Context: an optimization exercise on an open-source flow, tuned for small area and a short achievable clock period. The choices shown serve that exercise and are no tape-out recipe. Only simulation tests tie the RTL to the original design; equivalence was not proved. Power and IR drop assume default switching activity.

<file path="flow/run.sh">
#!/bin/bash
# synth_recipe.tcl (not shown) runs the flow's synth.tcl, then flattens the netlist and writes it again
# the make line also repeats each setting of config.mk as NAME=value (left out here)
make -C /OpenROAD-flow-scripts/flow DESIGN_CONFIG=/design/flow/config.mk WORK_HOME=/design/flow/orfs CLKGATE_MAP_FILE= SYNTH_SCRIPT=/design/flow/synth_recipe.tcl finish
</file>
<file path="flow/config.mk">
export PLATFORM = sky130hd
export DESIGN_NAME = text_video_top
export DESIGN_NICKNAME = text_video_top
export VERILOG_FILES = /design/flow/design.v
export SDC_FILE = /design/flow/constraint.sdc
export NUM_CORES = 4
export LEC_CHECK = 0
export CAP_MARGIN = 20
export CORE_MARGIN = 2
export CORE_UTILIZATION = 40
export SETUP_SLACK_MARGIN = 2.5
export SLEW_MARGIN = 20
</file>
<file path="flow/constraint.sdc">
create_clock -name core_clock -period 4.5 [get_ports {clk}]
set_input_delay 0.9000 -clock core_clock [delete_from_list [all_inputs] [get_ports {clk}]]
set_output_delay 0.9000 -clock core_clock [all_outputs]
set_load 0.01 [all_outputs]
</file>
<file path="flow/design.v">
`default_nettype none
package text_video_pkg;
  localparam int H_VISIBLE = 64;
  localparam int H_FRONT   = 4;
  localparam int H_SYNC    = 8;
  localparam int H_BACK    = 4;
  localparam int H_TOTAL   = H_VISIBLE + H_FRONT + H_SYNC + H_BACK;
  localparam int V_VISIBLE = 32;
  localparam int V_FRONT   = 2;
  localparam int V_SYNC    = 3;
  localparam int V_BACK    = 3;
  localparam int V_TOTAL   = V_VISIBLE + V_FRONT + V_SYNC + V_BACK;
  localparam int HCOUNT_W = 7;
  localparam int VCOUNT_W = 7;
  localparam int GLYPH_W   = 8;
  localparam int GLYPH_H   = 16;
  localparam int TEXT_COLS = 8;
  localparam int TEXT_ROWS = 2;
  localparam int BYTE_W      = 8;
  localparam int CHAR_BYTES  = TEXT_COLS * TEXT_ROWS;
  localparam int CHAR_ADDR_W = 4;
  localparam int GLYPHS      = 16;
  localparam int FONT_BYTES  = GLYPHS * GLYPH_H;
  localparam int FONT_ADDR_W = 8;
  localparam int PIXEL_LATENCY = 4;
  localparam logic [3:0] FG_RED   = 4'hf;
  localparam logic [3:0] FG_GREEN = 4'hf;
  localparam logic [3:0] FG_BLUE  = 4'h0;
  localparam logic [3:0] BG_RED   = 4'h2;
  localparam logic [3:0] BG_GREEN = 4'h0;
  localparam logic [3:0] BG_BLUE  = 4'h8;
  typedef enum logic [7:0] {
    OP_NONE       = 8'h00,
    OP_LOAD_FONT  = 8'h80,
    OP_LOAD_CHARS = 8'h82
  } cmd_opcode_e;
  typedef enum logic [1:0] {
    CMD_IDLE      = 2'd0,
    CMD_FONT_DATA = 2'd1,
    CMD_CHAR_DATA = 2'd2
  } cmd_state_e;
endpackage
`default_nettype wire
`timescale 1ns/1ps
`default_nettype none
import text_video_pkg::*;
module sync_timer
(
  input  logic                                clk,
  input  logic                                rst_n,
  output logic [text_video_pkg::HCOUNT_W-1:0] hcount,
  output logic [text_video_pkg::VCOUNT_W-1:0] vcount,
  output logic                                line_visible,
  output logic                                frame_visible,
  output logic                                hsync,
  output logic                                vsync
);
  logic h_last;
  logic v_last;
  assign h_last = (hcount == HCOUNT_W'(H_TOTAL - 1));
  assign v_last = (vcount == VCOUNT_W'(V_TOTAL - 1));
  always_ff @(posedge clk or negedge rst_n)
  begin
    if (!rst_n)
    begin
      hcount <= '0;
      vcount <= '0;
    end
    else if (h_last)
    begin
      hcount <= '0;
      if (v_last)
        vcount <= '0;
      else
        vcount <= vcount + 1'b1;
    end
    else
      hcount <= hcount + 1'b1;
  end
  assign line_visible  = (hcount < HCOUNT_W'(H_VISIBLE));
  assign frame_visible = (vcount < VCOUNT_W'(V_VISIBLE));
  assign hsync = !((hcount >= HCOUNT_W'(H_VISIBLE + H_FRONT)) &&
                   (hcount <  HCOUNT_W'(H_VISIBLE + H_FRONT + H_SYNC)));
  assign vsync = !((vcount >= VCOUNT_W'(V_VISIBLE + V_FRONT)) &&
                   (vcount <  VCOUNT_W'(V_VISIBLE + V_FRONT + V_SYNC)));
endmodule
`default_nettype wire
`timescale 1ns/1ps
`default_nettype none
import text_video_pkg::*;
module cmd_decoder
(
  input  logic                                   clk,
  input  logic                                   rst_n,
  input  logic                                   cmd_valid,
  input  logic [text_video_pkg::BYTE_W-1:0]      cmd_data,
  output logic                                   font_we,
  output logic [text_video_pkg::FONT_ADDR_W-1:0] font_waddr,
  output logic [text_video_pkg::BYTE_W-1:0]      font_wdata,
  output logic                                   char_we,
  output logic [text_video_pkg::CHAR_ADDR_W-1:0] char_waddr,
  output logic [text_video_pkg::BYTE_W-1:0]      char_wdata,
  output logic                                   bad_cmd
);
  text_video_pkg::cmd_state_e state;
  logic [FONT_ADDR_W-1:0] byte_cnt;
  logic                   last_font;
  logic                   last_char;
  logic [FONT_ADDR_W-1:0] wr_addr;
  logic [BYTE_W-1:0]      wr_data;
  assign last_font = (byte_cnt == FONT_ADDR_W'(FONT_BYTES - 1));
  assign last_char = (byte_cnt == FONT_ADDR_W'(CHAR_BYTES - 1));
  always_ff @(posedge clk or negedge rst_n)
  begin
    if (!rst_n)
    begin
      state    <= CMD_IDLE;
      byte_cnt <= '0;
      font_we  <= 1'b0;
      char_we  <= 1'b0;
      bad_cmd  <= 1'b0;
    end
    else
    begin
      font_we <= 1'b0;
      char_we <= 1'b0;
      if (cmd_valid)
      begin
        case (state)
          CMD_IDLE:
          begin
            byte_cnt <= '0;
            case (cmd_data)
              OP_LOAD_FONT:  state <= CMD_FONT_DATA;
              OP_LOAD_CHARS: state <= CMD_CHAR_DATA;
              default:       bad_cmd <= 1'b1;
            endcase
          end
          CMD_FONT_DATA:
          begin
            font_we  <= 1'b1;
            byte_cnt <= byte_cnt + 1'b1;
            if (last_font)
              state <= CMD_IDLE;
          end
          CMD_CHAR_DATA:
          begin
            char_we  <= 1'b1;
            byte_cnt <= byte_cnt + 1'b1;
            if (last_char)
              state <= CMD_IDLE;
          end
          default: state <= CMD_IDLE;
        endcase
      end
    end
  end
  always_ff @(posedge clk)
  begin
    if (cmd_valid)
    begin
      wr_addr <= byte_cnt;
      wr_data <= cmd_data;
    end
  end
  assign font_waddr = wr_addr;
  assign font_wdata = wr_data;
  assign char_waddr = wr_addr[CHAR_ADDR_W-1:0];
  assign char_wdata = wr_data;
endmodule
`default_nettype wire
`timescale 1ns/1ps
`default_nettype none
import text_video_pkg::*;
module text_mem
#(
  parameter int DEPTH  = text_video_pkg::FONT_BYTES,
  parameter int ADDR_W = text_video_pkg::FONT_ADDR_W
)
(
  input  logic                              clk,
  input  logic                              we,
  input  logic [ADDR_W-1:0]                 waddr,
  input  logic [text_video_pkg::BYTE_W-1:0] wdata,
  input  logic [ADDR_W-1:0]                 raddr,
  output logic [text_video_pkg::BYTE_W-1:0] rdata
);
  logic [BYTE_W-1:0] mem [DEPTH];
  always_ff @(posedge clk)
  begin
    if (we)
      mem[waddr] <= wdata;
    rdata <= mem[raddr];
  end
endmodule
`default_nettype wire
`timescale 1ns/1ps
`default_nettype none
import text_video_pkg::*;
module glyph_pixel_gen
(
  input  logic                                   clk,
  input  logic                                   rst_n,
  input  logic [text_video_pkg::HCOUNT_W-1:0]    hcount,
  input  logic [text_video_pkg::VCOUNT_W-1:0]    vcount,
  input  logic                                   line_visible,
  input  logic                                   frame_visible,
  input  logic                                   hsync_in,
  input  logic                                   vsync_in,
  output logic [text_video_pkg::CHAR_ADDR_W-1:0] char_raddr,
  input  logic [text_video_pkg::BYTE_W-1:0]      char_rdata,
  output logic [text_video_pkg::FONT_ADDR_W-1:0] font_raddr,
  input  logic [text_video_pkg::BYTE_W-1:0]      font_rdata,
  output logic [3:0]                             red,
  output logic [3:0]                             green,
  output logic [3:0]                             blue,
  output logic                                   hsync,
  output logic                                   vsync,
  output logic                                   de
);
  logic [2:0]             phase;
  logic [CHAR_ADDR_W-1:0] fetch_col;
  logic [VCOUNT_W-1:0]    fetch_line;
  logic [GLYPH_W-1:0]     pix_shift;
  logic [PIXEL_LATENCY-2:0] vis_pipe;
  logic [PIXEL_LATENCY-2:0] hs_pipe;
  logic [PIXEL_LATENCY-2:0] vs_pipe;
  assign phase = hcount[2:0];
  always_comb
  begin
    if (hcount == HCOUNT_W'(H_TOTAL - 2))
    begin
      fetch_col  = '0;
      fetch_line = (vcount == VCOUNT_W'(V_TOTAL - 1)) ? '0 : vcount + 1'b1;
    end
    else
    begin
      fetch_col  = CHAR_ADDR_W'(hcount / GLYPH_W + 1);
      fetch_line = vcount;
    end
  end
  always_ff @(posedge clk)
  begin
    if (phase == 3'd6)
      char_raddr <= CHAR_ADDR_W'((fetch_line / GLYPH_H) * TEXT_COLS + fetch_col);
    if (phase == 3'd0)
      font_raddr <= FONT_ADDR_W'({char_rdata[3:0], vcount[3:0]});
    if (phase == 3'd2)
      pix_shift <= font_rdata;
    else
      pix_shift <= pix_shift << 1;
  end
  always_ff @(posedge clk or negedge rst_n)
  begin
    if (!rst_n)
    begin
      vis_pipe <= '0;
      hs_pipe  <= '1;
      vs_pipe  <= '1;
      de       <= 1'b0;
      hsync    <= 1'b1;
      vsync    <= 1'b1;
      red      <= 4'h0;
      green    <= 4'h0;
      blue     <= 4'h0;
    end
    else
    begin
      vis_pipe <= {vis_pipe[PIXEL_LATENCY-3:0], line_visible & frame_visible};
      hs_pipe  <= {hs_pipe[PIXEL_LATENCY-3:0], hsync_in};
      vs_pipe  <= {vs_pipe[PIXEL_LATENCY-3:0], vsync_in};
      de       <= vis_pipe[PIXEL_LATENCY-2];
      hsync    <= hs_pipe[PIXEL_LATENCY-2];
      vsync    <= vs_pipe[PIXEL_LATENCY-2];
      if (!vis_pipe[PIXEL_LATENCY-2])
        {red, green, blue} <= 12'h000;
      else if (pix_shift[GLYPH_W-1])
        {red, green, blue} <= {FG_RED, FG_GREEN, FG_BLUE};
      else
        {red, green, blue} <= {BG_RED, BG_GREEN, BG_BLUE};
    end
  end
endmodule
`default_nettype wire
`timescale 1ns/1ps
`default_nettype none
import text_video_pkg::*;
module text_video_top
(
  input  logic                              clk,
  input  logic                              rst_n,
  input  logic                              cmd_valid,
  input  logic [text_video_pkg::BYTE_W-1:0] cmd_data,
  output logic                              hsync,
  output logic                              vsync,
  output logic                              de,
  output logic [3:0]                        red,
  output logic [3:0]                        green,
  output logic [3:0]                        blue,
  output logic                              bad_cmd
);
  logic [HCOUNT_W-1:0]    hcount;
  logic [VCOUNT_W-1:0]    vcount;
  logic                   line_visible;
  logic                   frame_visible;
  logic                   raw_hsync;
  logic                   raw_vsync;
  logic                   font_we;
  logic [FONT_ADDR_W-1:0] font_waddr;
  logic [BYTE_W-1:0]      font_wdata;
  logic [FONT_ADDR_W-1:0] font_raddr;
  logic [BYTE_W-1:0]      font_rdata;
  logic                   char_we;
  logic [CHAR_ADDR_W-1:0] char_waddr;
  logic [BYTE_W-1:0]      char_wdata;
  logic [CHAR_ADDR_W-1:0] char_raddr;
  logic [BYTE_W-1:0]      char_rdata;
  sync_timer timer_i (.clk, .rst_n, .hcount, .vcount, .line_visible, .frame_visible,
                      .hsync(raw_hsync), .vsync(raw_vsync));
  cmd_decoder decoder_i (.clk, .rst_n, .cmd_valid, .cmd_data, .font_we, .font_waddr,
                         .font_wdata, .char_we, .char_waddr, .char_wdata, .bad_cmd);
  text_mem #(.DEPTH(FONT_BYTES), .ADDR_W(FONT_ADDR_W)) glyph_mem_i (
    .clk, .we(font_we), .waddr(font_waddr), .wdata(font_wdata),
    .raddr(font_raddr), .rdata(font_rdata));
  text_mem #(.DEPTH(CHAR_BYTES), .ADDR_W(CHAR_ADDR_W)) char_mem_i (
    .clk, .we(char_we), .waddr(char_waddr), .wdata(char_wdata),
    .raddr(char_raddr), .rdata(char_rdata));
  glyph_pixel_gen pixel_gen_i (.clk, .rst_n, .hcount, .vcount, .line_visible,
                               .frame_visible, .hsync_in(raw_hsync), .vsync_in(raw_vsync),
                               .char_raddr, .char_rdata, .font_raddr, .font_rdata,
                               .red, .green, .blue, .hsync, .vsync, .de);
endmodule
`default_nettype wire
</file>
==> results of run 1 <==
## how the worst max path moves through the flow
stage / start / to / slack, ns / cells past startpoint
floorplan: decoder_i.wr_data[0] / char_mem_i.mem[0][0] / 0.23 / 0
global placement: pixel_gen_i.font_raddr[1] / glyph_mem_i.rdata[0] / 0.68 / 9
detailed placement: pixel_gen_i.font_raddr[1] / glyph_mem_i.rdata[1] / 0.66 / 9
CTS: pixel_gen_i.font_raddr[0] / glyph_mem_i.rdata[1] / 1.60 / 11
global route: pixel_gen_i.font_raddr[0] / glyph_mem_i.rdata[1] / 1.52 / 10
finish: pixel_gen_i.font_raddr[0] / glyph_mem_i.rdata[1] / 1.56 / 11
## synthesized netlist by cell type (11+ instances only)
master / count / area, um2
a211oi_1: 14 / 105
a21oi_1: 104 / 521
a22o_1: 19 / 166
a22oi_1: 147 / 1100
a31oi_1: 16 / 100
and2_1: 15 / 93.8
and3_1: 17 / 106
buf_1: 11 / 41.3
buf_2: 66 / 330
buf_4: 31 / 233
buf_6: 30 / 338
clkbuf_1: 103 / 387
dfrtp_1: 33 / 826
dfxtp_1: 20 / 400
edfxtp_1: 2140 / 64300
ha_1: 13 / 163
inv_1: 11 / 41.3
mux2_2: 16 / 180
mux2i_1: 165 / 1650
mux4_2: 444 / 10000
nand2_1: 82 / 308
nand2b_1: 16 / 100
nand3_1: 49 / 245
nor2_1: 300 / 1130
nor2b_1: 26 / 163
nor3_1: 25 / 125
nor4_1: 12 / 75.1
nor4_2: 13 / 163
o21ai_0: 32 / 160
o221ai_1: 35 / 307
o22ai_1: 24 / 150
## per-stage QoR
step | std cells | worst slack (ns)
floorplan | 4161 | 0.233
global placement | 6912 | 0.676
detailed placement | 6912 | 0.662
CTS | 7632 | 1.60
global route | 7784 | 1.52
finish | 7784 | 1.56
## power breakdown
group          internal (mW)  switching [mW]  leakage [nW]  total (mW)
sequential              22.7          0.0538          19.9        22.8
combinational          0.432            1.03          9.31        1.46
clock                   10.1            7.77          3.39        17.9
## state kept, by name, indices dropped and copies added (netlist names)
register / flops
pixel_gen_i.hs_pipe: 3
decoder_i.char_we: 1
timer_i.vcount: 7
pixel_gen_i.vis_pipe: 3
pixel_gen_i.red: 2
decoder_i.font_we: 1
glyph_mem_i.rdata: 8
glyph_mem_i.mem: 2048
decoder_i.state: 2
decoder_i.byte_cnt: 8
decoder_i.wr_data: 8
pixel_gen_i.hsync: 1
pixel_gen_i.pix_shift: 8
decoder_i.wr_addr: 8
pixel_gen_i.char_raddr: 4
pixel_gen_i.font_raddr: 8
decoder_i.bad_cmd: 1
pixel_gen_i.vsync: 1
char_mem_i.mem: 64
pixel_gen_i.vs_pipe: 3
pixel_gen_i.blue: 1
timer_i.hcount: 7
char_mem_i.rdata: 4
## metal layers
metal	wire, um	GRT usage (%)
met5	0	0
met4	7200	6.57
met3	18500	3.28
met2	113000	33.0
met1	95100	28.9
## final cells by class
class,count,area share (%)
Clock inverter,126,1.18
Inverter,12,0.0445
Clock buffer,271,5.38
Sequential cell,2201,61.5
Multi-Input combinational cell,1703,20.0
Timing Repair Buffer,649,8.61
Antenna cell,1,0.00234
Tap cell,2821,3.31
## logic make-up after synthesis
group	share of synthesized area, %
xor+xnor	0.103
mux	14.1
simple gates	3.33
buf+inv	1.84
flops	76.9
other cells	0.00439
compound gates	3.57
fa+ha+maj	0.190
## critical path, cell delays in order, from the launching register on
cell,delay [ns]
edfxtp_1,0.38
buf_6,0.15
buf_6,0.12
buf_16,0.15
buf_16,0.16
buf_4,0.15
buf_12,0.11
mux4_2,0.48
a221oi_4,0.49
o32ai_2,0.16
nor3_2,0.37
nor4_2,0.06
## repair_timing
item | CTS | global route
gates cloned | 26 | 12
gates resized for setup | 661 | 236
hold endpoints to repair | 0 | 0
buffers inserted | 297 | 138
setup endpoints to repair | 2253 | 2063
pin swaps | 186 | 155
==> results.py, run 1 <==
metrics = {
    "sta": {
        "worst_pin_slew_ns": 1.18,
        "fmax_mhz": 340,
        "drv_slew": 0,
        "skew_ns": 0.0426,
        "setup_viol": 0,
        "period_share_pct": 65.3,
        "slew_headroom_pct": 21.3,
        "grt_setup_unrepaired": "yes",
        "hold_viol": 0,
        "worst_hold_slack_ns": 0.0380,
        "totalNegativeSetupSlack_ns": 0,
        "period_minus_slack_ns": 2.94,
    },
    "yosys": {
        "seq_area_frac_synth_pct": 76.9,
        "synth_area_um2": 85400,
        "synth-main-ff-cell": "edfxtp_1",
        "synth_edf_count": 2140,
        "avgSynthCellArea_um2": 20.5,
        "yosysWarnings": 5,
        "async_reset_ff_share_pct": 1.86,
        "synthCells": 4159,
        "ys_ff_latch": 2201,
        "ys_types": 69,
    },
    "floorplan": {
        "die_y_um": 466,
        "fp.dieW_um": 466,
        "start_util_pct": 40.2,
        "ios": 27,
        "rows": 169,
        "core_region_area_um2": 212000,
        "die_area_um2": 217000,
    },
    "global_route": {
        "grt-ovfl-total": 0,
        "grt_max_degree": 233,
        "grt_pass1_vias": 44200,
        "grt_antenna_before_repair": 4,
        "track_usage_pct": 20.6,
        "grt_pass1_wl_mm": 323,
    },
    "critical_path": {
        "end_kind": "flip-flop",
        "ff2ff_path_depth": 11,
        "worstSetupStartpointType": "flip-flop",
        "cp.arrival_ns": 3.67,
        "critPathRequiredTime_ns": 5.23,
        "worstSetupPathType": "reg -> reg",
        "crit_fanout": 8,
        "r2r_slack_ns": 1.56,
        "r2r_start": "pixel_gen_i.font_raddr[0]",
        "r2r-end": "glyph_mem_i.rdata[1]",
    },
    "status": {
        "status": "complete, no violations",
    },
    "clocking": {
        "ctsHtreeMaxLevel": 4,
        "root_buffer": "clkbuf_16",
        "path_clk_slew_ns": 0.06,
        "clock_sinks": 2201,
        "numCtsBuffers": 215,
        "cts_tree": "done",
        "clock_latency_ns": 0.87,
        "cts_hold_buf": 0,
        "clk_path_buf_depth": 3,
    },
    "layout": {
        "drive_above_1_share_pct": 37.7,
        "final_util_pct": 50.3,
        "regArea_um2": 65700,
        "area_delta_synth_final_pct": 25.0,
        "final_cell_mix": "edfxtp_1, mux4_2, nor2_4",
        "fillerInstances": 16700,
        "final_common_cell": "edfxtp_1",
        "fin_area_um2": 107000,
        "nets": 4806,
        "multi_input_area_um2": 21300,
    },
    "routing": {
        "vias_per_cell": 5.79,
        "wl_per_cell_um": 30.0,
        "drc": 0,
        "drt_iter0_drc": 5847,
        "vias": 45100,
        "totalWireLength_mm": 234,
        "ant_nets": 0,
        "firstDrtPassIters": 5,
    },
    "placed_design": {
        "place_hpwl_mm": 130,
        "place_area_um2": 89900,
        "port_buffers": 23,
        "place_congestion": 0.831,
    },
    "power_and_ir_drop": {
        "p_leak_nw": 32.6,
        "power_mw": 42.1,
        "ir_drop_mv": 0.365,
        "powerDensity_nw_per_um2": 394,
    },
    "run": {
        "cap_violations": 0,
    },
    "hold_path": {
        "min_path_type": "in -> async",
    },
}
==> inputs of run 2 (changes only) <==
--- a/flow/design.v
+++ b/flow/design.v
@@ -196,2 +196,90 @@
 `default_nettype wire
+`default_nettype none
+module font_mem
+(
+  input  logic       clk,
+  input  logic       we,
+  input  logic [7:0] waddr,
+  input  logic [7:0] wdata,
+  input  logic [7:0] raddr,
+  output logic [7:0] rdata
+);
+  localparam int NSLOT = 5;
+  logic [1:0] phi;
+  logic [2047:0] ring;
+  logic [7:0] s_addr [NSLOT];
+  logic [7:0] s_data [NSLOT];
+  logic [1:0] s_cnt  [NSLOT];
+  function automatic logic [2:0] slot_of(input logic [7:0] a);
+    slot_of = (a == 8'd0) ? 3'd4 : {1'b0, a[1:0]};
+  endfunction
+  logic       act  [NSLOT];
+  logic [7:0] eaddr[NSLOT];
+  logic [7:0] edata[NSLOT];
+  logic       ins_lo[NSLOT];
+  logic       ins_hi[NSLOT];
+  logic [2:0] wslot;
+  assign wslot = slot_of(waddr);
+  always_ff @(posedge clk)
+    phi <= phi + 2'd1;
+  for (genvar s = 0; s < NSLOT; s++) begin : g_slot
+    logic now;
+    assign now      = we && (wslot == 3'(s));
+    assign act[s]   = now || (s_cnt[s] != 2'd0);
+    assign eaddr[s] = now ? waddr : s_addr[s];
+    assign edata[s] = now ? wdata : s_data[s];
+    assign ins_lo[s] = edata[s][2'(3 - phi)];
+    assign ins_hi[s] = edata[s][3'(4 + 2'(3 - phi))];
+    always_ff @(posedge clk) begin
+      if (now) begin
+        s_addr[s] <= waddr;
+        s_data[s] <= wdata;
+        s_cnt[s]  <= 2'd3;
+      end
+      else if (s_cnt[s] != 2'd0)
+        s_cnt[s] <= s_cnt[s] - 2'd1;
+    end
+  end
+  for (genvar a = 0; a < 256; a++) begin : g_byte
+    localparam int S = (a == 0) ? 4 : (a % 4);
+    logic ins;
+    assign ins = act[S] && (eaddr[S] == 8'(a));
+    always_ff @(posedge clk) begin
+      ring[8*a+1 +: 3] <= ring[8*a +: 3];
+      ring[8*a+5 +: 3] <= ring[8*a+4 +: 3];
+      ring[8*a]        <= ins ? ins_lo[S] : ring[8*a+3];
+      ring[8*a+4]      <= ins ? ins_hi[S] : ring[8*a+7];
+    end
+  end
+  logic [7:0] lvl [9][256];
+  for (genvar a = 0; a < 256; a++) begin : g_l0
+    assign lvl[0][a] = ring[8*a +: 8];
+  end
+  for (genvar l = 0; l < 8; l++) begin : g_lvl
+    for (genvar i = 0; i < (256 >> (l + 1)); i++) begin : g_m
+      assign lvl[l+1][i] = raddr[l] ? lvl[l][2*i+1] : lvl[l][2*i];
+    end
+  end
+  logic [2:0] rslot;
+  logic [7:0] raw_q;
+  logic [1:0] phi_q;
+  logic       byp_q;
+  logic [7:0] bypd_q;
+  assign rslot = slot_of(raddr);
+  always_ff @(posedge clk) begin
+    raw_q  <= lvl[8][0];
+    phi_q  <= phi;
+    byp_q  <= (s_cnt[rslot] != 2'd0) && (s_addr[rslot] == raddr);
+    bypd_q <= s_data[rslot];
+  end
+  always_comb begin
+    for (int j = 0; j < 4; j++) begin
+      rdata[j]     = raw_q[2'(j + phi_q)];
+      rdata[4 + j] = raw_q[4 + 2'(j + phi_q)];
+    end
+    if (byp_q)
+      rdata = bypd_q;
+  end
+endmodule
+`default_nettype wire
 `timescale 1ns/1ps
@@ -321,3 +409,3 @@
                          .font_wdata, .char_we, .char_waddr, .char_wdata, .bad_cmd);
-  text_mem #(.DEPTH(FONT_BYTES), .ADDR_W(FONT_ADDR_W)) glyph_mem_i (
+  font_mem glyph_mem_i (
     .clk, .we(font_we), .waddr(font_waddr), .wdata(font_wdata),
==> results.py, run 2 <==
metrics = {
    "yosys": {
        "async_reset_ff_share_pct": 1.78,
        "synth_edf_count": 92,
        "synth_area_um2": 76100,
        "synthTopCellsByCount": "dfxtp_1, mux2_2, mux4_2",
        "netlist_top_cells_area": "dfxtp_1, mux4_2, mux2_2",
        "post-synth-top-area-cell": "dfxtp_1",
        "synth_top_area_share_pct": 57.1,
        "ys_types": 92,
        "yosysMostFrequentCell": "dfxtp_1",
        "synth-main-ff-cell": "dfxtp_1",
        "avgSynthCellArea_um2": 14.4,
        "ys_ff_latch": 2304,
        "seq_area_frac_synth_pct": 62.1,
        "synthCells": 5284,
        "yosysWarnings": 14,
    },
    "routing": {
        "firstDrtPassIters": 9,
        "drc": 0,
        "vias": 49300,
        "drt_iter0_drc": 5776,
        "vias_per_cell": 5.80,
        "totalWireLength_mm": 273,
        "ant_nets": 0,
        "wl_per_cell_um": 32.1,
    },
    "floorplan": {
        "core_region_area_um2": 190000,
        "rows": 160,
        "die_y_um": 440,
        "die_area_um2": 194000,
        "start_util_pct": 40.2,
        "ios": 27,
        "fp.dieW_um": 440,
    },
    "global_route": {
        "grt_pass1_vias": 49300,
        "grt-ovfl-total": 0,
        "grt_max_degree": 62,
        "track_usage_pct": 27.1,
        "grt_pass1_wl_mm": 372,
        "grt_antenna_before_repair": 21,
    },
    "clocking": {
        "cts_tree": "done",
        "cts_hold_buf": 0,
        "root_buffer": "clkbuf_16",
        "clock_sinks": 2304,
        "path_clk_slew_ns": 0.07,
        "ctsHtreeMaxLevel": 4,
        "clock_latency_ns": 0.90,
        "numCtsBuffers": 221,
        "clk_path_buf_depth": 3,
    },
    "power_and_ir_drop": {
        "power_frac_seq_pct": 41.3,
        "netSwitchingPower_mw": 18.3,
        "power_mw": 58.2,
        "pwr-share-clk_pct": 33.2,
        "powerDensity_nw_per_um2": 596,
        "pwr-share-comb_pct": 25.5,
        "intPower_mw": 40.0,
        "p_leak_nw": 36.8,
        "ir_drop_mv": 0.513,
        "switching_share_pct": 31.4,
    },
    "sta": {
        "period_share_pct": 71.0,
        "grt_setup_unrepaired": "yes",
        "setup_viol": 0,
        "slew_headroom_pct": 21.9,
        "totalNegativeSetupSlack_ns": 0,
        "fmax_mhz": 313,
        "drv_slew": 0,
        "skew_ns": 0.0929,
        "worst_hold_slack_ns": 0.161,
        "period_minus_slack_ns": 3.20,
        "worst_pin_slew_ns": 1.17,
        "hold_viol": 0,
    },
    "layout": {
        "nets": 5825,
        "fin_cells": 8499,
        "final_cell_mix": "dfxtp_1, mux4_2, mux2_2",
        "largest_register": "glyph_mem_i.ring",
        "reg_top3": "glyph_mem_i.ring (2048), char_mem_i.mem (64)",
        "final_common_cell": "dfxtp_1",
        "largest_reg_flops": 2048,
        "drive_above_1_share_pct": 40.4,
        "area_delta_synth_final_pct": 28.4,
        "fin_area_um2": 97700,
    },
    "critical_path": {
        "cpMaxStageDelayCell": "mux4_4",
        "cp_num_buf_inv": 2,
        "crit_fanout": 15,
        "r2r_slack_ns": 1.30,
        "crit_family": "multiplexers",
        "max_stage_delay_ns": 0.63,
        "worstSetupStartpointType": "flip-flop",
        "cp.arrival_ns": 3.93,
        "path_cells": "or4_4 > o311a_4 > nand2_2 > nand2_1 > mux4_4 > buf_12 > buf_8 > mux2_4",
        "critPathRequiredTime_ns": 5.23,
        "ff2ff_path_depth": 8,
        "setup.worst_path.start": "decoder_i.wr_addr[7]",
        "end_kind": "flip-flop",
        "r2r_start": "decoder_i.wr_addr[7]",
        "worstSetupPathType": "reg -> reg",
        "worstSetupEndpoint": "glyph_mem_i.ring[1632]",
        "r2r-end": "glyph_mem_i.ring[1632]",
        "critical_path_depth": 8,
    },
    "placed_design": {
        "dp.cells": 7662,
        "port_buffers": 23,
        "place_area_um2": 80800,
        "place_congestion": 0.913,
        "place_hpwl_mm": 161,
    },
    "status": {
        "status": "complete, no violations",
    },
    "hold_path": {
        "min_path_type": "in -> async",
    },
    "run": {
        "cap_violations": 0,
    },
}
-- run 2: cell types whose count changed in the layout (fill, tap and decap cells not counted), moves of 107 or more --
| cell | change |
|---|---|
| mux2_4 | +264 |
| nand2_1 | +226 |
| a22oi_1 | -107 |
| nor2_4 | -169 |
| dfxtp_1 | +2149 |
| mux2_2 | +282 |
| edfxtp_1 | -2048 |
-- run 2: worst min path at each step --
stage                                      start                 endpoint  depth (start not counted)
after floorplan           glyph_mem_i.ring[1194]   glyph_mem_i.ring[1195]                          0
after global placement    glyph_mem_i.ring[1109]   glyph_mem_i.ring[1110]                          0
after detailed placement   glyph_mem_i.ring[817]    glyph_mem_i.ring[818]                          0
after CTS                                  rst_n  pixel_gen_i.vis_pipe[2]                          1
after global routing                 cmd_data[6]     decoder_i.wr_data[6]                          1
final                                      rst_n        decoder_i.font_we                          1
-- run 2: area by class of cell --
cell class                 instances  area (um2)
antenna                           10        25.0
inverter                          49         204
clock inverter                    88        1220
multi-input combinational       2630       31000
fill                           15300       91900
sequential                      2304       47300
clock buffer                     322        6430
timing repair buffer             585        8480
tap                             2511        3140
-- run 2: logic make-up (layout without fill, tap and decap cells) --
logic type | Yosys count | after routing | synth area share (%)
simple gates | 823 | 827 | 4.82
flops | 2304 | 2304 | 62.1
mux | 1309 | 1319 | 26.1
other cells | 1 | 13 | 0.00493
fa+ha+maj | 23 | 23 | 0.378
xor+xnor | 23 | 23 | 0.265
compound gates | 434 | 435 | 4.00
buf+inv | 367 | 1044 | 2.32
-- run 2: timing repair --
item,in CTS,in global routing
resized for setup,660,264
endpoints found under the setup margin,600,595
buffers inserted,260,68
pin swaps,82,64
cloned,65,24
-- run 2: power by group through the flow --
stage	clock, mW	combinational [mW]	sequential [mW]
floorplan	0	5.03	23.8
finish	19.4	14.8	24.0
global placement	0	8.29	24.3
CTS	19.5	12.7	23.9
detailed placement	0	8.34	24.4
global route	20.4	14.7	24.2
-- run 2: routing by layer --
metal	GRT usage [%]	share of wire, %	routed length [um]	vias up
met2	41.2	44	120000	2843
li1	-	-	-	20500
met3	7.35	10	28200	799
met1	35.4	39	108000	25200
met4	14.0	6.3	17300	20
met5	0.0496	0.053	145	-
-- run 2: through the flow --
| step | setup slack, ns | utilization, % |
|---|---|---|
| 3_3_place_gp | 0.355 | 42.6 |
| 2_1_floorplan | 1.65 | - |
| 6_report | 1.30 | 51.5 |
| 5_1_grt | 1.32 | 51.5 |
| 3_5_place_dp | 0.302 | 42.6 |
| 4_1_cts | 1.43 | 50.4 |
==> inputs of run 3 (changes only) <==
--- a/flow/design.v
+++ b/flow/design.v
@@ -176,4 +176,4 @@
 #(
-  parameter int DEPTH  = text_video_pkg::FONT_BYTES,
-  parameter int ADDR_W = text_video_pkg::FONT_ADDR_W
+  parameter int DEPTH  = text_video_pkg::CHAR_BYTES,
+  parameter int ADDR_W = text_video_pkg::CHAR_ADDR_W
 )
@@ -192,7 +192,5 @@
       mem[waddr] <= wdata;
-    rdata <= mem[raddr];
   end
+  assign rdata = mem[raddr];
 endmodule
-`default_nettype wire
-`default_nettype none
 module font_mem
@@ -204,3 +202,7 @@
   input  logic [7:0] raddr,
-  output logic [7:0] rdata
+  output logic       tap_hi,
+  output logic       tap_lo,
+  output logic [1:0] tap_bit,
+  output logic       slot_hit,
+  output logic [7:0] slot_data
 );
@@ -215,5 +217,4 @@
   endfunction
-  logic       act  [NSLOT];
-  logic [7:0] eaddr[NSLOT];
-  logic [7:0] edata[NSLOT];
+  logic       act   [NSLOT];
+  logic [7:0] eaddr [NSLOT];
   logic       ins_lo[NSLOT];
@@ -221,3 +222,5 @@
   logic [2:0] wslot;
-  assign wslot = slot_of(waddr);
+  logic [2:0] rslot;
+  assign tap_bit = 2'd3 - phi;
+  assign wslot   = slot_of(waddr);
   always_ff @(posedge clk)
@@ -225,9 +228,10 @@
   for (genvar s = 0; s < NSLOT; s++) begin : g_slot
-    logic now;
-    assign now      = we && (wslot == 3'(s));
-    assign act[s]   = now || (s_cnt[s] != 2'd0);
-    assign eaddr[s] = now ? waddr : s_addr[s];
-    assign edata[s] = now ? wdata : s_data[s];
-    assign ins_lo[s] = edata[s][2'(3 - phi)];
-    assign ins_hi[s] = edata[s][3'(4 + 2'(3 - phi))];
+    logic       now;
+    logic [7:0] ed;
+    assign now       = we && (wslot == 3'(s));
+    assign act[s]    = now || (s_cnt[s] != 2'd0);
+    assign eaddr[s]  = now ? waddr : s_addr[s];
+    assign ed        = now ? wdata : s_data[s];
+    assign ins_lo[s] = ed[tap_bit];
+    assign ins_hi[s] = ed[{1'b1, tap_bit}];
     always_ff @(posedge clk) begin
@@ -253,5 +257,5 @@
   end
-  logic [7:0] lvl [9][256];
+  logic [1:0] lvl [9][256];
   for (genvar a = 0; a < 256; a++) begin : g_l0
-    assign lvl[0][a] = ring[8*a +: 8];
+    assign lvl[0][a] = {ring[8*a+7], ring[8*a+3]};
   end
@@ -262,22 +266,6 @@
   end
-  logic [2:0] rslot;
-  logic [7:0] raw_q;
-  logic [1:0] phi_q;
-  logic       byp_q;
-  logic [7:0] bypd_q;
-  assign rslot = slot_of(raddr);
-  always_ff @(posedge clk) begin
-    raw_q  <= lvl[8][0];
-    phi_q  <= phi;
-    byp_q  <= (s_cnt[rslot] != 2'd0) && (s_addr[rslot] == raddr);
-    bypd_q <= s_data[rslot];
-  end
-  always_comb begin
-    for (int j = 0; j < 4; j++) begin
-      rdata[j]     = raw_q[2'(j + phi_q)];
-      rdata[4 + j] = raw_q[4 + 2'(j + phi_q)];
-    end
-    if (byp_q)
-      rdata = bypd_q;
-  end
+  assign {tap_hi, tap_lo} = lvl[8][0];
+  assign rslot     = slot_of(raddr);
+  assign slot_hit  = (s_cnt[rslot] != 2'd0) && (s_addr[rslot] == raddr);
+  assign slot_data = s_data[rslot];
 endmodule
@@ -299,4 +287,14 @@
   input  logic [text_video_pkg::BYTE_W-1:0]      char_rdata,
+  input  logic                                   char_we,
+  input  logic [text_video_pkg::CHAR_ADDR_W-1:0] char_waddr,
+  input  logic [text_video_pkg::BYTE_W-1:0]      char_wdata,
+  input  logic                                   font_we,
+  input  logic [text_video_pkg::FONT_ADDR_W-1:0] font_waddr,
+  input  logic [text_video_pkg::BYTE_W-1:0]      font_wdata,
   output logic [text_video_pkg::FONT_ADDR_W-1:0] font_raddr,
-  input  logic [text_video_pkg::BYTE_W-1:0]      font_rdata,
+  input  logic                                   tap_hi,
+  input  logic                                   tap_lo,
+  input  logic [1:0]                             tap_bit,
+  input  logic                                   slot_hit,
+  input  logic [text_video_pkg::BYTE_W-1:0]      slot_data,
   output logic [3:0]                             red,
@@ -311,2 +309,10 @@
   logic [VCOUNT_W-1:0]    fetch_line;
+  logic [VCOUNT_W-1:0]    next_line;
+  logic [3:0]             code_q;
+  logic [3:0]             row_q;
+  logic [GLYPH_W-1:0]     snap;
+  logic [GLYPH_W-1:0]     merged;
+  logic                   ov_valid;
+  logic [GLYPH_W-1:0]     ov_data;
+  logic                   wr_hit;
   logic [GLYPH_W-1:0]     pix_shift;
@@ -316,8 +322,9 @@
   assign phase = hcount[2:0];
+  assign next_line = (vcount == VCOUNT_W'(V_TOTAL - 1)) ? '0 : vcount + 1'b1;
   always_comb
   begin
-    if (hcount == HCOUNT_W'(H_TOTAL - 2))
+    if (hcount == HCOUNT_W'(H_TOTAL - 3))
     begin
       fetch_col  = '0;
-      fetch_line = (vcount == VCOUNT_W'(V_TOTAL - 1)) ? '0 : vcount + 1'b1;
+      fetch_line = next_line;
     end
@@ -329,10 +336,32 @@
   end
+  assign font_raddr = {code_q, row_q};
+  assign wr_hit     = font_we && (font_waddr == font_raddr);
+  always_comb
+  begin
+    merged = snap;
+    merged[{1'b1, tap_bit}] = tap_hi;
+    merged[{1'b0, tap_bit}] = tap_lo;
+  end
   always_ff @(posedge clk)
   begin
-    if (phase == 3'd6)
+    if (phase == 3'd5)
       char_raddr <= CHAR_ADDR_W'((fetch_line / GLYPH_H) * TEXT_COLS + fetch_col);
-    if (phase == 3'd0)
-      font_raddr <= FONT_ADDR_W'({char_rdata[3:0], vcount[3:0]});
+    if (phase == 3'd6)
+    begin
+      code_q <= (char_we && (char_waddr == char_raddr)) ? char_wdata[3:0] : char_rdata[3:0];
+      row_q  <= (hcount == HCOUNT_W'(H_TOTAL - 2)) ? next_line[3:0] : vcount[3:0];
+    end
+    if (phase == 3'd7)
+    begin
+      ov_valid <= slot_hit || wr_hit;
+      ov_data  <= slot_hit ? slot_data : font_wdata;
+    end
+    else if (phase == 3'd0 && wr_hit)
+    begin
+      ov_valid <= 1'b1;
+      ov_data  <= font_wdata;
+    end
+    snap <= merged;
     if (phase == 3'd2)
-      pix_shift <= font_rdata;
+      pix_shift <= ov_valid ? ov_data : merged;
     else
@@ -399,3 +428,7 @@
   logic [FONT_ADDR_W-1:0] font_raddr;
-  logic [BYTE_W-1:0]      font_rdata;
+  logic                   tap_hi;
+  logic                   tap_lo;
+  logic [1:0]             tap_bit;
+  logic                   slot_hit;
+  logic [BYTE_W-1:0]      slot_data;
   logic                   char_we;
@@ -410,4 +443,4 @@
   font_mem glyph_mem_i (
-    .clk, .we(font_we), .waddr(font_waddr), .wdata(font_wdata),
-    .raddr(font_raddr), .rdata(font_rdata));
+    .clk, .we(font_we), .waddr(font_waddr), .wdata(font_wdata), .raddr(font_raddr),
+    .tap_hi, .tap_lo, .tap_bit, .slot_hit, .slot_data);
   text_mem #(.DEPTH(CHAR_BYTES), .ADDR_W(CHAR_ADDR_W)) char_mem_i (
@@ -417,4 +450,6 @@
                                .frame_visible, .hsync_in(raw_hsync), .vsync_in(raw_vsync),
-                               .char_raddr, .char_rdata, .font_raddr, .font_rdata,
-                               .red, .green, .blue, .hsync, .vsync, .de);
+                               .char_raddr, .char_rdata, .char_we, .char_waddr,
+                               .char_wdata, .font_we, .font_waddr, .font_wdata,
+                               .font_raddr, .tap_hi, .tap_lo, .tap_bit, .slot_hit,
+                               .slot_data, .red, .green, .blue, .hsync, .vsync, .de);
 endmodule
==> results.py, run 3 <==
metrics = {
    "floorplan": {
        "die_y_um": 405,
        "start_util_pct": 40.2,
        "ios": 27,
        "die_area_um2": 164000,
        "rows": 147,
        "core_region_area_um2": 160000,
        "fp.dieW_um": 405,
    },
    "sta": {
        "hold_viol": 0,
        "worst_pin_slew_ns": 0.955,
        "setup_viol": 0,
        "grt_setup_unrepaired": "yes",
        "period_minus_slack_ns": 3.61,
        "drv_slew": 0,
        "worst_hold_slack_ns": 0.180,
        "slew_headroom_pct": 36.3,
        "fmax_mhz": 277,
        "skew_ns": 0.0832,
        "period_share_pct": 80.1,
        "totalNegativeSetupSlack_ns": 0,
    },
    "layout": {
        "regArea_um2": 47300,
        "largest_register": "glyph_mem_i.ring",
        "final_cell_mix": "dfxtp_1, mux2_2, mux2_4",
        "largest_reg_flops": 2048,
        "reg_top3": "glyph_mem_i.ring (2048), char_mem_i.mem (64)",
        "final_util_pct": 52.8,
        "multi_input_area_um2": 19900,
        "final_common_cell": "dfxtp_1",
        "nets": 4966,
        "area_delta_synth_final_pct": 31.5,
        "drive_above_1_share_pct": 38.6,
        "fillerInstances": 12700,
    },
    "yosys": {
        "synth_edf_count": 101,
        "post-synth-top-area-cell": "dfxtp_1",
        "avgSynthCellArea_um2": 14.7,
        "ys_ff_latch": 2302,
        "yosysMostFrequentCell": "dfxtp_1",
        "ys_types": 90,
        "synth_area_um2": 64300,
        "netlist_top_cells_area": "dfxtp_1, mux2_2, edfxtp_1",
        "synth_top_area_share_pct": 67.3,
        "synth-main-ff-cell": "dfxtp_1",
        "yosysWarnings": 13,
        "async_reset_ff_share_pct": 1.78,
        "seq_area_frac_synth_pct": 73.6,
        "synthTopCellsByCount": "dfxtp_1, mux2_2, nand2_1",
        "synthCells": 4368,
    },
    "global_route": {
        "grt_pass1_vias": 36600,
        "track_usage_pct": 23.8,
        "grt_antenna_before_repair": 8,
        "grt-ovfl-total": 0,
        "grt_max_degree": 42,
        "grt_pass1_wl_mm": 275,
    },
    "critical_path": {
        "end_kind": "flip-flop",
        "r2r_slack_ns": 0.89,
        "crit_fanout": 27,
        "r2r-end": "pixel_gen_i.pix_shift[2]",
        "worstSetupPathType": "reg -> reg",
        "r2r_start": "pixel_gen_i.row_q[3]",
        "cp.arrival_ns": 4.30,
        "worstSetupStartpointType": "flip-flop",
        "critPathRequiredTime_ns": 5.19,
        "ff2ff_path_depth": 9,
    },
    "power_and_ir_drop": {
        "pwr-share-clk_pct": 32.8,
        "p_leak_nw": 34.4,
        "intPower_mw": 39.8,
        "power_frac_seq_pct": 41.8,
        "pwr-share-comb_pct": 25.4,
        "netSwitchingPower_mw": 17.2,
        "powerDensity_nw_per_um2": 674,
        "ir_drop_mv": 0.540,
        "power_mw": 57.0,
        "switching_share_pct": 30.2,
    },
    "placed_design": {
        "port_buffers": 23,
        "place_congestion": 0.894,
        "place_hpwl_mm": 103,
    },
    "routing": {
        "wl_per_cell_um": 27.8,
        "drc": 0,
        "drt_iter0_drc": 3899,
        "vias": 37300,
        "firstDrtPassIters": 6,
        "totalWireLength_mm": 200,
        "ant_nets": 0,
        "vias_per_cell": 5.18,
    },
    "clocking": {
        "cts_tree": "done",
        "clk_path_buf_depth": 3,
        "cts_hold_buf": 0,
        "path_clk_slew_ns": 0.06,
        "root_buffer": "clkbuf_16",
        "numCtsBuffers": 208,
        "clock_latency_ns": 0.87,
        "clock_sinks": 2302,
        "ctsHtreeMaxLevel": 4,
    },
    "status": {
        "status": "complete, no violations",
    },
    "hold_path": {
        "min_path_type": "in -> async",
    },
    "run": {
        "cap_violations": 0,
    },
}
## run 3: metrics by stage
| step | worst slack, ns | cell area [um2] | cells |
|---|---|---|---|
| 2_1_floorplan | 0.687 | 66600 | 4370 |
| 5_1_grt | 0.934 | 84500 | 7189 |
| 6_report | 0.895 | 84500 | 7196 |
| 4_1_cts | 1.10 | 82900 | 7120 |
| 3_5_place_dp | 0.386 | 68600 | 6394 |
| 3_3_place_gp | 0.291 | 68600 | 6394 |
## run 3: repair_timing
item | in CTS | in global routing
pin swaps | 62 | 49
endpoints found under the setup margin | 609 | 653
cloned | 66 | 9
buffers inserted | 271 | 59
gates resized for setup | 703 | 212
## run 3: critical path, stage by stage (launching register included)
cell      delay [ns]
edfxtp_1        0.33
buf_4           0.19
buf_12          0.27
mux4_2          0.36
o211ai_1        0.76
a222oi_1        0.32
or4_4           0.68
a31oi_1         0.17
a21boi_2        0.21
o31ai_1         0.10
## run 3: layer usage
metal | part of all wire (%) | wire (um) | global-route usage, %
met1 | 42 | 83400 | 31.9
met2 | 42 | 84100 | 34.9
met5 | 0.061 | 122 | 0
met3 | 9.1 | 18100 | 6.26
met4 | 7.1 | 14200 | 13.4
## run 3: kinds of logic after synthesis
| family | synth area share [%] |
|---|---|
| AOI/OAI and AO/OA | 2.45 |
| xor gates and xnor gates | 0.491 |
| adders and majority gates | 0.623 |
| buffers and inverters | 1.68 |
| DFF | 73.6 |
| muxes | 15.9 |
| other | 0.00584 |
| and+or+nand+nor | 5.24 |
## run 3: worst max-delay path by stage
stage,startpoint,end,cells past startpoint
3_3_place_gp,pixel_gen_i.row_q[3],pixel_gen_i.pix_shift[2],8
2_1_floorplan,pixel_gen_i.row_q[0],pixel_gen_i.ov_data[0],17
6_report,pixel_gen_i.row_q[3],pixel_gen_i.pix_shift[2],9
4_1_cts,pixel_gen_i.row_q[0],pixel_gen_i.pix_shift[2],12
3_5_place_dp,pixel_gen_i.row_q[3],pixel_gen_i.pix_shift[2],8
5_1_grt,pixel_gen_i.row_q[1],pixel_gen_i.ov_data[1],11
## run 3: cell type report
cell class / count / area share (%)
antenna: 8 / 0.0237
clock buffer: 294 / 7.24
clock inverter: 95 / 1.52
inverter: 63 / 0.312
multi-input combinational: 1857 / 23.6
sequential: 2302 / 56.0
tap: 2086 / 3.09
timing repair buffer: 491 / 8.25
## run 3: power by group through the flow
stage,registers (mW),clock network [mW],logic [mW]
after floorplan,23.7,0,4.32
after global placement,24.1,0,6.59
after detailed placement,24.2,0,6.64
after CTS,23.8,18.9,13.0
after global routing,24.0,19.7,14.5
final,23.8,18.7,14.5
==> inputs of run 4 (changes only) <==
--- a/flow/design.v
+++ b/flow/design.v
@@ -99,2 +99,4 @@
   output logic [text_video_pkg::BYTE_W-1:0]      font_wdata,
+  output logic                                   font_acc,
+  output logic [text_video_pkg::FONT_ADDR_W-1:0] font_acc_addr,
   output logic                                   char_we,
@@ -165,2 +167,4 @@
   end
+  assign font_acc      = cmd_valid && (state == CMD_FONT_DATA);
+  assign font_acc_addr = byte_cnt;
   assign font_waddr = wr_addr;
@@ -198,2 +202,6 @@
   input  logic       clk,
+  input  logic       rst_n,
+  input  logic       acc,
+  input  logic [7:0] acc_addr,
+  input  logic [7:0] acc_data,
   input  logic       we,
@@ -201,51 +209,81 @@
   input  logic [7:0] wdata,
-  input  logic [7:0] raddr,
-  output logic       tap_hi,
-  output logic       tap_lo,
-  output logic [1:0] tap_bit,
-  output logic       slot_hit,
-  output logic [7:0] slot_data
+  input  logic [3:0] row,
+  output logic [31:0] taps,
+  output logic [1:0]  tap_bit,
+  input  logic [7:0] chk_addr,
+  output logic       chk_hit,
+  output logic [7:0] chk_data
 );
-  localparam int NSLOT = 5;
   logic [1:0] phi;
   logic [2047:0] ring;
-  logic [7:0] s_addr [NSLOT];
-  logic [7:0] s_data [NSLOT];
-  logic [1:0] s_cnt  [NSLOT];
-  function automatic logic [2:0] slot_of(input logic [7:0] a);
-    slot_of = (a == 8'd0) ? 3'd4 : {1'b0, a[1:0]};
-  endfunction
-  logic       act   [NSLOT];
-  logic [7:0] eaddr [NSLOT];
-  logic       ins_lo[NSLOT];
-  logic       ins_hi[NSLOT];
-  logic [2:0] wslot;
-  logic [2:0] rslot;
   assign tap_bit = 2'd3 - phi;
-  assign wslot   = slot_of(waddr);
   always_ff @(posedge clk)
     phi <= phi + 2'd1;
-  for (genvar s = 0; s < NSLOT; s++) begin : g_slot
-    logic       now;
-    logic [7:0] ed;
-    assign now       = we && (wslot == 3'(s));
-    assign act[s]    = now || (s_cnt[s] != 2'd0);
-    assign eaddr[s]  = now ? waddr : s_addr[s];
-    assign ed        = now ? wdata : s_data[s];
-    assign ins_lo[s] = ed[tap_bit];
-    assign ins_hi[s] = ed[{1'b1, tap_bit}];
+  logic       r_pend [4];
+  logic [1:0] r_cnt  [4];
+  logic [5:0] r_addr [4];
+  logic [7:0] r_data [4];
+  logic       r_act  [4];
+  logic       r_xlo  [4];
+  logic       r_xhi  [4];
+  logic [7:0] r_hi   [4];
+  logic [7:0] r_lo   [4];
+  for (genvar s = 0; s < 4; s++) begin : g_rslot
+    logic       load;
+    logic [7:0] nd;
+    assign load = acc && (acc_addr[1:0] == 2'(s)) && (acc_addr != 8'd0);
+    assign nd   = load ? acc_data : r_data[s];
+    always_ff @(posedge clk or negedge rst_n) begin
+      if (!rst_n)
+        r_pend[s] <= 1'b0;
+      else
+        r_pend[s] <= load;
+    end
     always_ff @(posedge clk) begin
-      if (now) begin
-        s_addr[s] <= waddr;
-        s_data[s] <= wdata;
-        s_cnt[s]  <= 2'd3;
+      if (load) begin
+        r_addr[s] <= acc_addr[7:2];
+        r_data[s] <= acc_data;
       end
-      else if (s_cnt[s] != 2'd0)
-        s_cnt[s] <= s_cnt[s] - 2'd1;
+      if (r_pend[s])
+        r_cnt[s] <= 2'd3;
+      else if (r_cnt[s] != 2'd0)
+        r_cnt[s] <= r_cnt[s] - 2'd1;
+      r_xlo[s] <= nd[2'd2 - phi];
+      r_xhi[s] <= nd[{1'b1, 2'd2 - phi}];
+    end
+    assign r_act[s] = r_pend[s] || (r_cnt[s] != 2'd0);
+    assign r_hi[s]  = 8'(1) << r_addr[s][5:3];
+    assign r_lo[s]  = 8'(1) << r_addr[s][2:0];
+  end
+  logic       z_now;
+  logic [1:0] z_cnt;
+  logic [7:0] z_data;
+  logic [7:0] z_ed;
+  logic       z_act;
+  assign z_now = we && (waddr == 8'd0);
+  assign z_act = z_now || (z_cnt != 2'd0);
+  assign z_ed  = z_now ? wdata : z_data;
+  always_ff @(posedge clk) begin
+    if (z_now) begin
+      z_data <= wdata;
+      z_cnt  <= 2'd3;
     end
+    else if (z_cnt != 2'd0)
+      z_cnt <= z_cnt - 2'd1;
   end
   for (genvar a = 0; a < 256; a++) begin : g_byte
-    localparam int S = (a == 0) ? 4 : (a % 4);
+    localparam int S = a % 4;
     logic ins;
-    assign ins = act[S] && (eaddr[S] == 8'(a));
+    logic xlo;
+    logic xhi;
+    if (a == 0) begin : g_zero
+      assign ins = z_act;
+      assign xlo = z_ed[tap_bit];
+      assign xhi = z_ed[{1'b1, tap_bit}];
+    end
+    else begin : g_other
+      assign ins = r_act[S] && r_hi[S][a / 32] && r_lo[S][(a / 4) % 8];
+      assign xlo = r_xlo[S];
+      assign xhi = r_xhi[S];
+    end
     always_ff @(posedge clk) begin
@@ -253,19 +291,23 @@
       ring[8*a+5 +: 3] <= ring[8*a+4 +: 3];
-      ring[8*a]        <= ins ? ins_lo[S] : ring[8*a+3];
-      ring[8*a+4]      <= ins ? ins_hi[S] : ring[8*a+7];
+      ring[8*a]        <= ins ? xlo : ring[8*a+3];
+      ring[8*a+4]      <= ins ? xhi : ring[8*a+7];
     end
   end
-  logic [1:0] lvl [9][256];
-  for (genvar a = 0; a < 256; a++) begin : g_l0
-    assign lvl[0][a] = {ring[8*a+7], ring[8*a+3]};
+  for (genvar g = 0; g < 16; g++) begin : g_tap
+    logic [1:0] rowbits [16];
+    for (genvar r = 0; r < 16; r++) begin : g_r
+      assign rowbits[r] = {ring[8*(16*g+r)+7], ring[8*(16*g+r)+3]};
+    end
+    assign taps[2*g +: 2] = rowbits[row];
   end
-  for (genvar l = 0; l < 8; l++) begin : g_lvl
-    for (genvar i = 0; i < (256 >> (l + 1)); i++) begin : g_m
-      assign lvl[l+1][i] = raddr[l] ? lvl[l][2*i+1] : lvl[l][2*i];
+  always_comb begin
+    if (chk_addr == 8'd0) begin
+      chk_hit  = z_act;
+      chk_data = z_ed;
+    end
+    else begin
+      chk_hit  = r_act[chk_addr[1:0]] && (r_addr[chk_addr[1:0]] == chk_addr[7:2]);
+      chk_data = r_data[chk_addr[1:0]];
     end
   end
-  assign {tap_hi, tap_lo} = lvl[8][0];
-  assign rslot     = slot_of(raddr);
-  assign slot_hit  = (s_cnt[rslot] != 2'd0) && (s_addr[rslot] == raddr);
-  assign slot_data = s_data[rslot];
 endmodule
@@ -290,11 +332,8 @@
   input  logic [text_video_pkg::BYTE_W-1:0]      char_wdata,
-  input  logic                                   font_we,
-  input  logic [text_video_pkg::FONT_ADDR_W-1:0] font_waddr,
-  input  logic [text_video_pkg::BYTE_W-1:0]      font_wdata,
-  output logic [text_video_pkg::FONT_ADDR_W-1:0] font_raddr,
-  input  logic                                   tap_hi,
-  input  logic                                   tap_lo,
-  input  logic [1:0]                             tap_bit,
-  input  logic                                   slot_hit,
-  input  logic [text_video_pkg::BYTE_W-1:0]      slot_data,
+  output logic [3:0]                             font_row,
+  input  logic [31:0]                            font_taps,
+  input  logic [1:0]                             font_tap_bit,
+  output logic [text_video_pkg::FONT_ADDR_W-1:0] font_chk_addr,
+  input  logic                                   font_chk_hit,
+  input  logic [text_video_pkg::BYTE_W-1:0]      font_chk_data,
   output logic [3:0]                             red,
@@ -310,4 +349,11 @@
   logic [VCOUNT_W-1:0]    next_line;
-  logic [3:0]             code_q;
+  logic [CHAR_ADDR_W-1:0] fetch_q;
   logic [3:0]             row_q;
+  logic [3:0]             code_pre;
+  logic [3:0]             code;
+  logic [3:0]             code_q;
+  logic [CHAR_ADDR_W-1:0] fetch_addr;
+  logic [31:0]            taps_q;
+  logic [1:0]             tap_bit_q;
+  logic [1:0]             gbits;
   logic [GLYPH_W-1:0]     snap;
@@ -316,3 +362,2 @@
   logic [GLYPH_W-1:0]     ov_data;
-  logic                   wr_hit;
   logic [GLYPH_W-1:0]     pix_shift;
@@ -336,4 +381,8 @@
   end
-  assign font_raddr = {code_q, row_q};
-  assign wr_hit     = font_we && (font_waddr == font_raddr);
+  assign fetch_addr    = CHAR_ADDR_W'((fetch_line / GLYPH_H) * TEXT_COLS + fetch_col);
+  assign char_raddr    = fetch_addr;
+  assign code          = (char_we && (char_waddr == fetch_q)) ? char_wdata[3:0] : code_pre;
+  assign font_row      = row_q;
+  assign font_chk_addr = {(phase == 3'd6) ? code : code_q, row_q};
+  assign gbits         = taps_q[2*code_q +: 2];
   always_comb
@@ -341,4 +390,4 @@
     merged = snap;
-    merged[{1'b1, tap_bit}] = tap_hi;
-    merged[{1'b0, tap_bit}] = tap_lo;
+    merged[{1'b1, tap_bit_q}] = gbits[1];
+    merged[{1'b0, tap_bit_q}] = gbits[0];
   end
@@ -347,17 +396,20 @@
     if (phase == 3'd5)
-      char_raddr <= CHAR_ADDR_W'((fetch_line / GLYPH_H) * TEXT_COLS + fetch_col);
-    if (phase == 3'd6)
     begin
-      code_q <= (char_we && (char_waddr == char_raddr)) ? char_wdata[3:0] : char_rdata[3:0];
-      row_q  <= (hcount == HCOUNT_W'(H_TOTAL - 2)) ? next_line[3:0] : vcount[3:0];
+      fetch_q    <= fetch_addr;
+      code_pre   <= (char_we && (char_waddr == fetch_addr)) ? char_wdata[3:0] : char_rdata[3:0];
+      row_q      <= fetch_line[3:0];
     end
-    if (phase == 3'd7)
+    if (phase == 3'd6)
+      code_q <= code;
+    taps_q    <= font_taps;
+    tap_bit_q <= font_tap_bit;
+    if (phase == 3'd6)
     begin
-      ov_valid <= slot_hit || wr_hit;
-      ov_data  <= slot_hit ? slot_data : font_wdata;
+      ov_valid <= font_chk_hit;
+      ov_data  <= font_chk_data;
     end
-    else if (phase == 3'd0 && wr_hit)
+    else if (phase == 3'd0 && font_chk_hit)
     begin
       ov_valid <= 1'b1;
-      ov_data  <= font_wdata;
+      ov_data  <= font_chk_data;
     end
@@ -427,8 +479,10 @@
   logic [BYTE_W-1:0]      font_wdata;
-  logic [FONT_ADDR_W-1:0] font_raddr;
-  logic                   tap_hi;
-  logic                   tap_lo;
-  logic [1:0]             tap_bit;
-  logic                   slot_hit;
-  logic [BYTE_W-1:0]      slot_data;
+  logic                   font_acc;
+  logic [FONT_ADDR_W-1:0] font_acc_addr;
+  logic [3:0]             font_row;
+  logic [31:0]            font_taps;
+  logic [1:0]             font_tap_bit;
+  logic [FONT_ADDR_W-1:0] font_chk_addr;
+  logic                   font_chk_hit;
+  logic [BYTE_W-1:0]      font_chk_data;
   logic                   char_we;
@@ -441,6 +495,9 @@
   cmd_decoder decoder_i (.clk, .rst_n, .cmd_valid, .cmd_data, .font_we, .font_waddr,
-                         .font_wdata, .char_we, .char_waddr, .char_wdata, .bad_cmd);
+                         .font_wdata, .font_acc, .font_acc_addr, .char_we, .char_waddr,
+                         .char_wdata, .bad_cmd);
   font_mem glyph_mem_i (
-    .clk, .we(font_we), .waddr(font_waddr), .wdata(font_wdata), .raddr(font_raddr),
-    .tap_hi, .tap_lo, .tap_bit, .slot_hit, .slot_data);
+    .clk, .rst_n, .acc(font_acc), .acc_addr(font_acc_addr), .acc_data(cmd_data),
+    .we(font_we), .waddr(font_waddr), .wdata(font_wdata), .row(font_row),
+    .taps(font_taps), .tap_bit(font_tap_bit), .chk_addr(font_chk_addr),
+    .chk_hit(font_chk_hit), .chk_data(font_chk_data));
   text_mem #(.DEPTH(CHAR_BYTES), .ADDR_W(CHAR_ADDR_W)) char_mem_i (
@@ -450,6 +507,6 @@
                                .frame_visible, .hsync_in(raw_hsync), .vsync_in(raw_vsync),
-                               .char_raddr, .char_rdata, .char_we, .char_waddr,
-                               .char_wdata, .font_we, .font_waddr, .font_wdata,
-                               .font_raddr, .tap_hi, .tap_lo, .tap_bit, .slot_hit,
-                               .slot_data, .red, .green, .blue, .hsync, .vsync, .de);
+                               .char_raddr, .char_rdata, .char_we, .char_waddr, .char_wdata,
+                               .font_row, .font_taps, .font_tap_bit, .font_chk_addr,
+                               .font_chk_hit, .font_chk_data,
+                               .red, .green, .blue, .hsync, .vsync, .de);
 endmodule
--- a/flow/config.mk
+++ b/flow/config.mk
@@ -9,3 +9,3 @@
 export CORE_MARGIN = 2
-export CORE_UTILIZATION = 40
+export CORE_UTILIZATION = 60
 export SETUP_SLACK_MARGIN = 2.5
==> results.py, run 4 <==
metrics = {
    "sta": {
        "worst_pin_slew_ns": 0.936,
        "drv_slew": 0,
        "period_minus_slack_ns": 2.82,
        "setup_viol": 0,
        "grt_setup_unrepaired": "yes",
        "hold_viol": 0,
        "fmax_mhz": 355,
        "slew_headroom_pct": 37.5,
        "totalNegativeSetupSlack_ns": 0,
        "period_share_pct": 62.6,
        "skew_ns": 0.0496,
    },
    "yosys": {
        "ys_types": 80,
        "synth-main-ff-cell": "dfxtp_1",
        "synthCells": 4392,
        "seq_area_frac_synth_pct": 75.3,
        "yosysWarnings": 30,
        "synthTopCellsByCount": "dfxtp_1, mux2_2, nor2_1",
        "async_reset_ff_share_pct": 1.93,
        "synth_edf_count": 125,
        "avgSynthCellArea_um2": 14.6,
        "synth_area_um2": 63900,
        "ys_ff_latch": 2331,
        "yosysMostFrequentCell": "dfxtp_1",
        "netlist_top_cells_area": "dfxtp_1, mux2_2, edfxtp_1",
        "post-synth-top-area-cell": "dfxtp_1",
        "synth_top_area_share_pct": 67.7,
    },
    "critical_path": {
        "worstSetupPathType": "reg -> reg",
        "worstSetupStartpointType": "flip-flop",
        "critPathRequiredTime_ns": 4.99,
        "crit_fanout": 9,
        "end_kind": "flip-flop",
        "cp.arrival_ns": 3.31,
    },
    "layout": {
        "largest_register": "glyph_mem_i.ring",
        "area_delta_synth_final_pct": 22.5,
        "reg_top3": "glyph_mem_i.ring (2048), char_mem_i.mem (64)",
        "largest_reg_flops": 2048,
        "final_common_cell": "dfxtp_1",
        "drive_above_1_share_pct": 34.4,
        "final_cell_mix": "dfxtp_1, mux2_2, clkbuf_16",
        "nets": 4827,
        "fin_area_um2": 78300,
    },
    "global_route": {
        "grt_pass1_vias": 35200,
        "grt-ovfl-total": 0,
        "track_usage_pct": 32.3,
        "grt_antenna_before_repair": 11,
        "grt_max_degree": 53,
        "grt_pass1_wl_mm": 249,
    },
    "status": {
        "status": "complete, no violations",
    },
    "clocking": {
        "clock_latency_ns": 0.83,
        "clk_path_buf_depth": 3,
        "cts_tree": "done",
        "path_clk_slew_ns": 0.07,
        "cts_hold_buf": 0,
        "clock_sinks": 2331,
        "root_buffer": "clkbuf_16",
        "ctsHtreeMaxLevel": 4,
        "numCtsBuffers": 209,
    },
    "placed_design": {
        "port_buffers": 23,
        "place_hpwl_mm": 108,
        "place_area_um2": 66100,
        "place_congestion": 0.871,
    },
    "power_and_ir_drop": {
        "p_leak_nw": 31.5,
        "ir_drop_mv": 0.414,
        "powerDensity_nw_per_um2": 543,
        "power_mw": 42.5,
    },
    "routing": {
        "wl_per_cell_um": 28.0,
        "drt_iter0_drc": 3271,
        "drc": 0,
        "vias": 35800,
        "firstDrtPassIters": 6,
        "vias_per_cell": 5.63,
        "ant_nets": 0,
        "totalWireLength_mm": 178,
    },
    "floorplan": {
        "core_region_area_um2": 105000,
        "ios": 27,
        "start_util_pct": 60.6,
        "die_area_um2": 109000,
        "rows": 119,
        "fp.dieW_um": 330,
        "die_y_um": 330,
    },
    "run": {
        "cap_violations": 0,
    },
    "hold_path": {
        "min_path_type": "in -> async",
    },
}
[run 4: cell types whose count changed after synthesis, sizes merged, moves of 32 or more]
cell and delta:
clkbuf +32, nand2 -97, a22oi +74, mux2i -52, a22o +34, mux4 -87, nor2 +48
[run 4: final timing paths]
kind	from	to	slack, ns	cells past startpoint
worst max register to register	pixel_gen_i.row_q[0]	pixel_gen_i.ov_data[2]	1.68	11
worst max-delay path	pixel_gen_i.row_q[0]	pixel_gen_i.ov_data[2]	1.68	11
min in group core_clock	glyph_mem_i.ring[52]	glyph_mem_i.ring[53]	0.30	0
worst min register to register	glyph_mem_i.ring[52]	glyph_mem_i.ring[53]	0.30	0
max in group asynchronous	rst_n	timer_i.hcount[3]	3.83	2
worst min-delay path	rst_n	decoder_i.bad_cmd	0.19	2
[run 4: stage by stage]
step / std cells / hold WS (ns) / utilization, % / setup WS, ns
floorplan: 4394 / 0.310 / - / 1.79
global placement: 5710 / 0.309 / 62.7 / 1.16
detailed placement: 5710 / 0.312 / 62.7 / 1.08
CTS: 6297 / 0.177 / 72.9 / 1.80
global route: 6355 / 0.226 / 74.3 / 1.58
finish: 6361 / 0.193 / 74.3 / 1.68
[run 4: worst max-delay path: stages (launching register included)]
cell and delay, ns:
edfxtp_1 0.59, buf_6 0.16, buf_4 0.10, buf_6 0.09, nand2b_4 0.07, o22ai_2 0.22, a221oi_1 0.12, a311o_1 0.37
a21oi_1 0.13, nand4_1 0.19, o41ai_4 0.26, buf_6 0.19
[run 4: timing repair]
action	in CTS	in global routing
buffers inserted	189	56
cloned	10	2
setup endpoints to repair	670	490
resized for setup	459	245
pin swaps	97	78
[run 4: area by class of cell]
class / instances / area, um2
clock inverters: 84 / 1070
fillers: 6762 / 27100
diodes: 6 / 15.0
flip-flops and latches: 2331 / 48200
multi-input cells: 1847 / 17000
well taps: 1391 / 1740
clock buffers: 304 / 6120
inverters: 38 / 149
repair buffers: 360 / 4050
[run 4: metal layers]
layer / vias to the layer above / routed length, um / global-route usage (%)
li1: 16000 / - / -
met1: 18000 / 78300 / 45.2
met2: 1459 / 78400 / 49.0
met3: 416 / 13800 / 6.86
met4: 6 / 7690 / 13.7
met5: - / 35 / 0
[run 4: power breakdown]
group          internal [mW]  leakage [nW]  total, mW  switching [mW]
clock network           10.5          3.53       18.2            7.68
logic                  0.884          8.89       2.11            1.23
registers               21.5          19.1       22.2           0.699
total                   32.9          31.5       42.5            9.60
[run 4: cell families after synthesis]
group                      Yosys count  share of synthesized area (%)
DFF                               2331                           75.3
AOI/OAI and AO/OA                  390                           4.53
adders and majority gates           29                          0.568
and+or+nand+nor                    729                           5.31
muxes                              667                           12.4
buffers and inverters              218                           1.42
xor gates and xnor gates            27                          0.399
other                                1                        0.00587

==> re-timing with driven ports <==
The flow's constraints put no driver on any port. The routed layouts listed below were extracted and timed again, unchanged, in two steps.
Step 1: set_driving_cell puts a clkbuf_16 on clk and a buf_2 on each other input, an assumption about the parent block.
Step 2 times the ports against the registers' clock, not the clock port: input delays grow and output delays shrink by t, the midpoint of the rising clock arrivals with the driver on.
Three values: no drivers, after step 1, after step 2; two values: the first two.
run	shift t [ns]	setup WS [ns]	hold slack, ns	worst setup path after step 2	pins driven straight from the clock port
run 1	0.933	1.563 / 1.563 / 1.563	0.038 / -0.021 / 0.356	register to register	1
run 2	0.954	1.304 / 1.304 / 1.304	0.161 / 0.086 / 0.282	register to register	1
run 3	0.910	0.895 / 0.895 / 0.895	0.180 / 0.125 / 0.267	register to register	1
run 4	0.873	1.682 / 1.682 / 1.424	0.193 / 0.146 / 0.302	input to register	1
After both steps every run listed still meets setup and hold. For run 4, which loses most, drivers alone change the setup slack by 0.000 ns; drivers and shift together by -0.258 ns.
